What follows belongs to an exercise in optimizing a design on an open flow for small area and a short achievable clock period; a production flow would make more cautious choices.
The RTL was checked by simulation tests, not by an equivalence proof against the original design.
Power figures rest on the tool's default switching activity, not on a simulated workload.

Design mac_top, start of the top module:
module mac_top #(
   parameter int A_WIDTH = 18,    
   parameter int B_WIDTH = 18,    
   parameter int P_WIDTH = 48     
) (
   input  logic                      clk,
   input  logic                      rst_n,
   input  logic signed [A_WIDTH-1:0] data_a,
   input  logic signed [B_WIDTH-1:0] data_b,
   input  mac_pkg::mac_op_e          op,
   input  logic                      activate_mac,   
   output logic signed [P_WIDTH-1:0] data_p,
   output logic                      p_valid
);
   logic                      kill, sub, clr, valid;
   logic [P_WIDTH-1:0]        row0, row1;
   mac_ctrl u_ctrl (
      .clk          (clk),
      .rst_n        (rst_n),
      .activate_mac (activate_mac),
      .op           (op),
      .kill         (kill),
      .sub          (sub),
      .clr          (clr),
      .valid        (valid)
   );
   mac_mult_stage #(
      .A_WIDTH (A_WIDTH),
      .B_WIDTH (B_WIDTH),
      .P_WIDTH (P_WIDTH)
   ) u_mult (
      .clk   (clk),
      .data_a (data_a),
      .data_b (data_b),
      .kill  (kill),
      .sub   (sub),
      .row0  (row0),
      .row1  (row1)
   );
   mac_accumulator #(
      .P_WIDTH (P_WIDTH)
   ) u_acc (
      .clk     (clk),
      .rst_n   (rst_n),
      .clr     (clr),
      .valid   (valid),
      .row0    (row0),
      .row1    (row1),
      .data_p  (data_p),
      .p_valid (p_valid)
   );
endmodule
==> flow/config.mk <==
export PLATFORM = sky130hd
export DESIGN_NAME = mac_top
export DESIGN_NICKNAME = mac_top
export VERILOG_FILES = /design/flow/design.v
export SDC_FILE = /design/flow/constraint.sdc
export NUM_CORES = 4
export LEC_CHECK = 0
export ABC_AREA = 1
export ABC_CLOCK_PERIOD_IN_PS = 2800
export CAP_MARGIN = 20
export CORE_MARGIN = 2
export CORE_UTILIZATION = 40
export SLEW_MARGIN = 20
==> flow/constraint.sdc <==
create_clock -name core_clock -period 10.0 [get_ports {clk}]
set_input_delay 2.0000 -clock core_clock [delete_from_list [all_inputs] [get_ports {clk}]]
set_output_delay 2.0000 -clock core_clock [all_outputs]
set_load 0.01 [all_outputs]
standard.sh (not shown) runs the stock make flow with config.mk's settings and CLKGATE_MAP_FILE= SYNTH_SCRIPT=/design/flow/synth_recipe.tcl, a recipe that flattens the netlist after the stock synthesis.
==> flow/flow/run.sh <==
#!/bin/bash
# The standard layout with three changes:
#  - Yosys's coarse 'synth' calls run with -noabc, so that extract_fa sees the
#    full and half adders as the RTL writes them (the later ABC mapping pass is
#    unchanged);
#  - the port buffers are buf_2 cells (buffer_ports -buffer_cell);
#  - timing repair aims at a setup margin of 6.5 ns.
# The SDC (clock period, I/O delays, loads) is the standard flow's, unchanged. Each make
# step's log stays under orfs/logs; make's own output goes to flow_make.log.
set -euo pipefail
grep -q '^proc synth {args} { yosys synth -nofsm -noshare {\*}$args }' synth_recipe.tcl
sed 's/yosys synth -nofsm -noshare /yosys synth -nofsm -noshare -noabc /' synth_recipe.tcl > synth_noabc.tcl
bash standard.sh SYNTH_SCRIPT=$PWD/synth_noabc.tcl SETUP_SLACK_MARGIN=6.5 \
  "BUFFER_PORTS_ARGS=-buffer_cell sky130_fd_sc_hd__buf_2" finish > flow_make.log 2>&1
==> next run, changes <==
--- a/flow/flow/run.sh
+++ b/flow/flow/run.sh
@@ -1,3 +1,3 @@
 #!/bin/bash
-# The standard layout with three changes:
+# The standard layout with these changes:
 #  - Yosys's coarse 'synth' calls run with -noabc, so that extract_fa sees the
@@ -5,3 +5,3 @@
 #    unchanged);
-#  - the port buffers are buf_2 cells (buffer_ports -buffer_cell);
+#  - the port buffers are buf_1 cells (buffer_ports -buffer_cell);
 #  - timing repair aims at a setup margin of 6.5 ns.
@@ -13,2 +13,2 @@
 bash standard.sh SYNTH_SCRIPT=$PWD/synth_noabc.tcl SETUP_SLACK_MARGIN=6.5 \
-  "BUFFER_PORTS_ARGS=-buffer_cell sky130_fd_sc_hd__buf_2" finish > flow_make.log 2>&1
+  "BUFFER_PORTS_ARGS=-buffer_cell sky130_fd_sc_hd__buf_1" finish > flow_make.log 2>&1
- ABC_AREA: 1 -> default
- ABC_CLOCK_PERIOD_IN_PS: 2800 -> default
- CTS_BUF_LIST: default -> sky130_fd_sc_hd__clkbuf_8
- CTS_CLUSTER_SIZE: default -> 30
- GPL_ROUTABILITY_DRIVEN: default -> 0
=>
- cell area went down by about 7%
- wire length went down by 1.7%
- final cell count went down by 17%
- die area went down by about 3%
- register-to-register slack improved by 0.03 ns
- utilization went down by 1.8 points
- worst setup slack improved by 0.026 ns
- global-route usage went down by 0.67 points
- area after synthesis went down by 3.0%
- worst hold slack barely changes
==> next run, changes <==
--- a/flow/flow/run.sh
+++ b/flow/flow/run.sh
@@ -6,3 +6,3 @@
 #  - the port buffers are buf_1 cells (buffer_ports -buffer_cell);
-#  - timing repair aims at a setup margin of 6.5 ns.
+#  - timing repair aims at a setup margin of 6.75 ns.
 # The SDC (clock period, I/O delays, loads) is the standard flow's, unchanged. Each make
@@ -12,3 +12,3 @@
 sed 's/yosys synth -nofsm -noshare /yosys synth -nofsm -noshare -noabc /' synth_recipe.tcl > synth_noabc.tcl
-bash standard.sh SYNTH_SCRIPT=$PWD/synth_noabc.tcl SETUP_SLACK_MARGIN=6.5 \
+bash standard.sh SYNTH_SCRIPT=$PWD/synth_noabc.tcl SETUP_SLACK_MARGIN=6.75 \
   "BUFFER_PORTS_ARGS=-buffer_cell sky130_fd_sc_hd__buf_1" finish > flow_make.log 2>&1
- GPL_ROUTABILITY_DRIVEN: 0 -> default
- TNS_END_PERCENT: default -> 5
What happened:
- The new run ran to the end with no violations
- final area climbs by 7.8%
- wire length climbs by 8.9%
- via count climbs by 5.5%
- worst setup slack gets better by 0.081 ns

---

## P
mac_top again, from the RTL that the note above started with.
clock: 10.0 ns
lec_check: 0
cap_margin: 20
core_margin: 2
core_utilization: 40
cts_buf_list: sky130_fd_sc_hd__clkbuf_8
cts_cluster_size: 30
slew_margin: 20
==> flow/flow/run.sh <==
#!/bin/bash
# The standard layout with three changes:
#  - Yosys's coarse 'synth' calls run with -noabc, so that extract_fa sees the
#    full and half adders as the RTL writes them (the later ABC mapping pass is
#    unchanged);
#  - the port buffers are buf_1 cells (buffer_ports -buffer_cell);
#  - timing repair aims at a setup margin of 6.5 ns.
# The SDC (clock period, I/O delays, loads) is the standard flow's, unchanged. Each make
# step's log stays under orfs/logs; make's own output goes to flow_make.log.
set -euo pipefail
grep -q '^proc synth {args} { yosys synth -nofsm -noshare {\*}$args }' synth_recipe.tcl
sed 's/yosys synth -nofsm -noshare /yosys synth -nofsm -noshare -noabc /' synth_recipe.tcl > synth_noabc.tcl
bash standard.sh SYNTH_SCRIPT=$PWD/synth_noabc.tcl SETUP_SLACK_MARGIN=6.5 \
  "BUFFER_PORTS_ARGS=-buffer_cell sky130_fd_sc_hd__buf_1" finish > flow_make.log 2>&1
In summary, P completed successfully, with a layout that passed the timing, design-rule and antenna checks.
Input-level comparison between Q and P:
-- flow/flow/run.sh --
<<< P, line 2
# The standard layout with three changes:
>>> Q, line 2
# The standard layout with these changes:
<<< P, line 7
#  - timing repair aims at a setup margin of 6.5 ns.
>>> Q, line 7
#  - timing repair aims at a setup margin of 6.6 ns.
<<< P, line 13
bash standard.sh SYNTH_SCRIPT=$PWD/synth_noabc.tcl SETUP_SLACK_MARGIN=6.5 \
>>> Q, line 13
bash standard.sh SYNTH_SCRIPT=$PWD/synth_noabc.tcl SETUP_SLACK_MARGIN=6.6 \
[summary]
Cell count in Q is about 6.5% higher than in P. Between Q and P, final worst-path cycle share is lower for Q, P comes in above that. On worst hold slack, Q and P are neck and neck. Summary of Q over P: fmax picked up an extra 1.4%; fraction of area in multi-input gates has decreased; count of plain and timing-repair buffers +about 90%; setup slack higher; final core utilization has increased. Looking at origin of the worst setup path, the u_mult.neg_q[8] result is from P; the u_mult.a_q[7] one comes from Q. Cell count along the critical path: Q vs P identical. Comparing Q and P, the lower switching power summed over all nets is on P.
Inputs modified between Q and R:
-- flow/flow/run.sh --
<<< Q, line 7
#  - timing repair aims at a setup margin of 6.6 ns.
>>> R, line 7
#  - timing repair aims at a setup margin of 6.5 ns.
<<< Q, line 13
bash standard.sh SYNTH_SCRIPT=$PWD/synth_noabc.tcl SETUP_SLACK_MARGIN=6.6 \
>>> R, line 13
bash standard.sh SYNTH_SCRIPT=$PWD/synth_noabc.tcl SETUP_SLACK_MARGIN=6.5 \
==> comparison <==
Between R and Q, it is R whose sum of met2 wire segment lengths after detailed routing is lower, by about 6%. In the reports for R and Q, the smaller maximum frequency belongs to R. The part of the power in the clock network in R was lower than what Q gave. Against Q, R reports a via count of the first global-routing pass that is lower. Compared with Q, R shows count of clock-buffer cells in the layout lower by 2. There was hardly any difference in area of all sequential standard cells between Q and R.
Changes in S relative to R:
- CTS_CLUSTER_SIZE no longer set, was 30
- CTS_BUF_LIST no longer set, was sky130_fd_sc_hd__clkbuf_8
-- flow/flow/run.sh --
<<< R, line 2
# The standard layout with these changes:
>>> S, line 2
# The standard layout with three changes:
<<< R, line 6
#  - the port buffers are buf_1 cells (buffer_ports -buffer_cell);
>>> S, line 6
#  - the port buffers are buf_2 cells (buffer_ports -buffer_cell);
<<< R, line 14
  "BUFFER_PORTS_ARGS=-buffer_cell sky130_fd_sc_hd__buf_1" finish > flow_make.log 2>&1
>>> S, line 14
  "BUFFER_PORTS_ARGS=-buffer_cell sky130_fd_sc_hd__buf_2" finish > flow_make.log 2>&1
Notes after the runs:
As far as XOR/XNOR share of the synthesized area is concerned, R and S perform about the same. NOTE: clock-cell share of area in S exceeds that of R. Wire: S routes more than R. Against R, clock skew in S came out better.

---

Starting RTL as in the previous note.
Design mac_top, start of the top module:
module mac_top #(
   parameter int A_WIDTH = 18,    
   parameter int B_WIDTH = 18,    
   parameter int P_WIDTH = 48     
) (
   input  logic                      clk,
   input  logic                      rst_n,
   input  logic signed [A_WIDTH-1:0] data_a,
   input  logic signed [B_WIDTH-1:0] data_b,
   input  mac_pkg::mac_op_e          op,
   input  logic                      activate_mac,   
   output logic signed [P_WIDTH-1:0] data_p,
   output logic                      p_valid
);
==> flow/config.mk <==
export PLATFORM = sky130hd
export DESIGN_NAME = mac_top
export DESIGN_NICKNAME = mac_top
export VERILOG_FILES = /design/flow/design.v
export SDC_FILE = /design/flow/constraint.sdc
export NUM_CORES = 4
export LEC_CHECK = 0
export CAP_MARGIN = 20
export CORE_MARGIN = 2
export CORE_UTILIZATION = 40
export SLEW_MARGIN = 20
==> flow/constraint.sdc <==
create_clock -name core_clock -period 10.0 [get_ports {clk}]
set_input_delay 2.0000 -clock core_clock [delete_from_list [all_inputs] [get_ports {clk}]]
set_output_delay 2.0000 -clock core_clock [all_outputs]
set_load 0.01 [all_outputs]
==> flow/flow/run.sh <==
#!/bin/bash
# The standard layout with three changes:
#  - Yosys's coarse 'synth' calls run with -noabc, so that extract_fa sees the
#    full and half adders as the RTL writes them (the later ABC mapping pass is
#    unchanged);
#  - the port buffers are buf_2 cells (buffer_ports -buffer_cell);
#  - timing repair aims at a setup margin of 6.8 ns.
# The SDC (clock period, I/O delays, loads) is the standard flow's, unchanged. Each make
# step's log stays under orfs/logs; make's own output goes to flow_make.log.
set -euo pipefail
grep -q '^proc synth {args} { yosys synth -nofsm -noshare {\*}$args }' synth_recipe.tcl
sed 's/yosys synth -nofsm -noshare /yosys synth -nofsm -noshare -noabc /' synth_recipe.tcl > synth_noabc.tcl
bash standard.sh SYNTH_SCRIPT=$PWD/synth_noabc.tcl SETUP_SLACK_MARGIN=6.8 \
  "BUFFER_PORTS_ARGS=-buffer_cell sky130_fd_sc_hd__buf_2" finish > flow_make.log 2>&1
Rerun with:
==> flow/flow/run.sh (replaced) <==
#!/bin/bash
# The standard layout with these changes:
#  - Yosys's coarse 'synth' calls run with -noabc, so that extract_fa sees the
#    full and half adders as the RTL writes them (the later ABC mapping pass is
#    unchanged);
#  - the port buffers are buf_1 cells (buffer_ports -buffer_cell);
#  - timing repair aims at a setup margin of 6.5 ns.
# The SDC (clock period, I/O delays, loads) is the standard flow's, unchanged. Each make
# step's log stays under orfs/logs; make's own output goes to flow_make.log.
set -euo pipefail
grep -q '^proc synth {args} { yosys synth -nofsm -noshare {\*}$args }' synth_recipe.tcl
sed 's/yosys synth -nofsm -noshare /yosys synth -nofsm -noshare -noabc /' synth_recipe.tcl > synth_noabc.tcl
bash standard.sh SYNTH_SCRIPT=$PWD/synth_noabc.tcl SETUP_SLACK_MARGIN=6.5 \
  "BUFFER_PORTS_ARGS=-buffer_cell sky130_fd_sc_hd__buf_1" finish > flow_make.log 2>&1
Settings changed: CTS_BUF_LIST set to sky130_fd_sc_hd__clkbuf_8, CTS_CLUSTER_SIZE set to 30, TNS_END_PERCENT set to 5.
After rerunning: The changed run completed with no timing, DRC or antenna violations; sequential power is about the same; wire length drops by 16%; first-iteration DRC count drops by 11%; worst setup slack gets worse by 190 ps; global-route usage drops by 2.8 points; clock-buffer cell count stays the same.

[static timing again, ports no longer ideal]
The flow's constraints put no driver on any port. The routed layouts listed below were extracted and timed again, unchanged, in two steps. Step 1 assumes that a clkbuf_16 drives the clock port and a buf_2 every other input. Step 2 adds t to the input delays and takes it off the output delays; t is the mean of the earliest and latest rising clock arrival at the registers after step 1. Input paths then give back, and output paths get back, about the clock's delay inside the block. Three values: no drivers, after step 1, after step 2; two values: the first two.
| run | t (ns) | setup WS [ns] | worst setup path after step 2 | clock arrival spread, ns | worst slew at a driven data input, ns |
|---|---|---|---|---|---|
| the first run of note 1 | 0.504 | 6.565 / 6.565 / 6.565 | register to register | 0.011 / 0.011 | 0.04 |
| the second run of note 1 | 0.516 | 6.591 / 6.591 / 6.591 | input to register | 0.020 / 0.021 | 0.04 |
| the third run of note 1 | 0.534 | 6.672 / 6.672 / 6.637 | input to register | 0.017 / 0.017 | 0.05 |
| P | 0.516 | 6.591 / 6.591 / 6.591 | input to register | 0.020 / 0.021 | 0.04 |
| Q | 0.512 | 6.640 / 6.640 / 6.617 | input to register | 0.017 / 0.017 | 0.04 |
| R | 0.516 | 6.591 / 6.591 / 6.591 | input to register | 0.020 / 0.021 | 0.04 |
| S | 0.485 | 6.602 / 6.602 / 6.602 | register to register | 0.014 / 0.014 | 0.03 |
| the first run of note 3 | 0.480 | 6.716 / 6.716 / 6.641 | input to register | 0.018 / 0.018 | 0.03 |
| the second run of note 3 | 0.522 | 6.530 / 6.530 / 6.530 | register to register | 0.022 / 0.022 | 0.04 |
After both steps setup and hold are still met in every run listed. The setup slack of the first run of note 3, which loses most, moves by 0.000 ns with the drivers and by -0.075 ns with both steps.
